Context: an optimization exercise on an open-source flow, tuned for small area. The choices shown serve that exercise and are no tape-out recipe. Function was checked by simulation only, so behaviour that the tests miss may differ from the original. No activity file was given, so power comes from the tool's default toggle rates.

Setup of job 8566:
==> flow/design.v (excerpt) <==
module mbed_tester_top (
    input  logic clk,
    input  logic rst,
    input  logic  i_psel,
    input  logic  i_penable,
    input  logic  i_pwrite,
    input  tester_regs_pkg::addr_t i_paddr,
    input  tester_regs_pkg::data_t i_pwdata,
    output tester_regs_pkg::data_t o_prdata,
    input  logic i_reset_btn_n,
    input  logic [3-1:0] i_digital_id,
    output logic o_reset_req,
    output logic o_reprogram_req,
    output logic o_reset_peripherals,
    output logic o_pwm_val,
    output logic o_pwm_drive,
    output logic o_sample_adc,
    input  logic [12-1:0] i_mux_meas,
    input  logic i_mux_updated,
    input  logic [4*12-1:0] i_anin_meas,
    input  logic [4-1:0] i_anin_updated
);
For scale: ~4000 cells after synthesis, ~1000 flip-flops.
clock: 6.0 ns
lec_check: 0
cap_margin: 20
core_margin: 2
core_utilization: 40
cts_buf_list: sky130_fd_sc_hd__clkbuf_16
cts_cluster_diameter: 100
cts_cluster_size: 25
slew_margin: 20
run.sh (not shown) runs the stock make flow with config.mk's settings and CLKGATE_MAP_FILE= SYNTH_SCRIPT=/design/flow/synth_recipe.tcl, a recipe that flattens the netlist after the stock synthesis.
For job 3708, these inputs were changed with respect to job 8566:
Settings: clearing CTS_CLUSTER_SIZE, which used to be 25; clearing CTS_BUF_LIST, which used to be sky130_fd_sc_hd__clkbuf_16; clearing CTS_CLUSTER_DIAMETER, which used to be 100.
==> flow/flow/run.sh (new file) <==
#!/bin/bash
# Own flow: the standard synthesis, then its combinational logic re-mapped
# for area with ABC (every register kept, by name and cell type), then the standard flow's
# standard layout from that netlist. Each tool's output goes to a log here.
set -euo pipefail
W=$(pwd)
R=$W/orfs/results/$FLOW_PLATFORM/mbed_tester_top/base
YOSYS=$FLOW_HOME/../tools/install/yosys/bin/yosys

bash standard.sh synth > $W/log_1_synth.txt 2>&1
cp $R/1_2_yosys.v $W/std_1_2_yosys.v

printf 'set_driving_cell sky130_fd_sc_hd__buf_1\nset_load 5\n' > $W/reopt_constr.txt
export REOPT_LIB=$FLOW_HOME/platforms/sky130hd/lib/sky130_fd_sc_hd__tt_025C_1v80.lib
export REOPT_IN=$W/std_1_2_yosys.v
export REOPT_OUT=$W/reopt_1_2_yosys.v
export REOPT_STAT=$W/reopt_stat.txt
export REOPT_SCRIPT=$W/flow/abc_area.scr
export REOPT_CONSTR=$W/reopt_constr.txt
export REOPT_D=6000
export REOPT_DONT_USE="$(sed -n '/DONT_USE_CELLS/,/^$/p' $FLOW_HOME/platforms/sky130hd/config.mk | grep -o 'sky130_fd_sc_hd__[a-z0-9_]*' | tr '\n' ' ')"
$YOSYS -c $W/flow/reopt.tcl > $W/log_2_reopt.txt 2>&1

cp $REOPT_OUT $R/1_2_yosys.v
rm -f $R/1_synth.odb $R/1_synth.sdc
bash standard.sh finish > $W/log_3_layout.txt 2>&1
==> flow/flow/abc_area.scr (new file) <==
strash
dch
amap
topo
buffer -c
upsize -c
dnsize -c
stime -c
==> flow/flow/reopt.tcl (new file) <==
# Re-map the combinational logic of the standard synthesis netlist for area.
# Registers (and their names and cell types) are kept as they are.
yosys -import
set lib $::env(REOPT_LIB)
read_liberty -ignore_miss_func $lib
read_verilog $::env(REOPT_IN)
hierarchy -top $::env(FLOW_TOP)
setattr -mod -set keep_hierarchy 1 sky130_fd_sc_hd__*df* sky130_fd_sc_hd__*dl*
flatten
delete t:\$scopeinfo
yosys rename -hide w:_*_.*
opt_clean -purge
stat
set dont_use {}
foreach c $::env(REOPT_DONT_USE) { lappend dont_use -dont_use $c }
abc -script $::env(REOPT_SCRIPT) -liberty $lib {*}$dont_use -constr $::env(REOPT_CONSTR) -D $::env(REOPT_D)
opt_clean -purge
setundef -zero
hilomap -singleton -hicell sky130_fd_sc_hd__conb_1 HI -locell sky130_fd_sc_hd__conb_1 LO
splitnets
opt_clean -purge
insbuf -buf sky130_fd_sc_hd__buf_4 A X
opt_clean -purge
tee -o $::env(REOPT_STAT) stat -liberty $lib
delete sky130_fd_sc_hd__*
check
write_verilog -noattr -noexpr -nohex -nodec $::env(REOPT_OUT)
==> flow/standard.sh (new file) <==
#!/bin/bash
# synth_recipe.tcl (not shown) runs the flow's synth.tcl, then flattens the netlist and writes it again
# the make line also repeats each setting of config.mk as NAME=value (left out here)
make -C /OpenROAD-flow-scripts/flow DESIGN_CONFIG=/design/flow/config.mk WORK_HOME=/design/flow/orfs CLKGATE_MAP_FILE= SYNTH_SCRIPT=/design/flow/synth_recipe.tcl "${@:-finish}"
removed: flow/run.sh
==> comparison <==
- Job 3708 finished all stages; the layout is clean.
- Sort job 8566 and job 3708 by time the final worst path needs with I/O delays and setup desc -> top: job 3708
- Job 3708 has less setup slack than job 8566.
- From job 8566 to job 3708 the numbers moved as follows: net count of the mapped netlist now smaller, standard-cell row count shows a reduction of 3.3%, clock transition at the registers of the reported paths went down, overall track demand over capacity in global routing now sits higher.
- Of job 8566 and job 3708, the higher detailed-route vias per instance belongs to job 3708.
## Diff of input files: job 3688 against job 3708
==> flow/run.sh (new file) <==
#!/bin/bash
# synth_recipe.tcl (not shown) runs the flow's synth.tcl, then flattens the netlist and writes it again
# the make line also repeats each setting of config.mk as NAME=value (left out here)
make -C /OpenROAD-flow-scripts/flow DESIGN_CONFIG=/design/flow/config.mk WORK_HOME=/design/flow/orfs CLKGATE_MAP_FILE= SYNTH_SCRIPT=/design/flow/synth_recipe.tcl finish
removed: flow/flow/run.sh
removed: flow/flow/abc_area.scr
removed: flow/flow/reopt.tcl
removed: flow/standard.sh
[summary]
- Going from job 3708 to job 3688, non-clock buffer count shrank by more than a quarter.
- nand2_1 as the most frequent standard cell in the layout excluding fill and tap cells was reported by job 3688, and edfxtp_1 by job 3708.
- Re wire length: job 3708 was higher than job 3688.
- Between job 3688 and job 3708, the total power after layout is higher for job 3688.
- NOTE: final cycle utilization of the critical path in job 3688 falls short of that of job 3708
- Setup slack: job 3688 more than job 3708
Setup changes, job 3688 to job 8350
Settings: CTS_BUF_LIST newly set to sky130_fd_sc_hd__clkbuf_4.
==> summary.txt <==
On count of cell instances traversed by the critical path, the lower figure sits with job 8350, not job 3688. Lower number of inserted diodes among job 3688 and job 8350: job 3688. Compared with job 3688, in job 8350 final instance area held, post-synthesis to final-layout area growth moved up, fraction of power consumed by combinational cells stayed essentially flat, worst setup slack moved down.

-- static timing again, ports no longer ideal --
In the flow no input, the clock included, has a driving cell. The finished layouts below were timed again as built, in two steps.
Step 1: set_driving_cell puts a clkbuf_16 on clk and a buf_2 on each other input, an assumption about the parent block.
Step 2, shift: input delay + t, output delay - t, t = (earliest + latest rising clock arrival at the registers) / 2. This alone moves slack from input paths to output paths.
a / b / c = ideal ports / drivers / drivers and shift; a / b = the first two.
run | shift t [ns] | setup slack, ns | worst hold slack (ns) | worst setup path after step 2
job 8566 | 0.727 | 0.636 / 0.661 / -0.066 | 0.413 / 0.413 / 0.413 | input to register
job 3708 | 0.770 | 0.187 / 0.226 / -0.535 | 0.407 / 0.407 / 0.407 | input to register
job 3688 | 0.756 | 0.630 / 0.652 / -0.103 | 0.407 / 0.407 / 0.407 | input to register
job 8350 | 1.204 | 0.611 / 0.545 / -0.137 | 0.380 / 0.380 / 0.380 | input to register
With both steps, setup timing fails in every run listed, where it was met with ideal ports. The setup slack of job 8350, which loses most, moves by -0.066 ns with the drivers and by -0.748 ns with both steps.
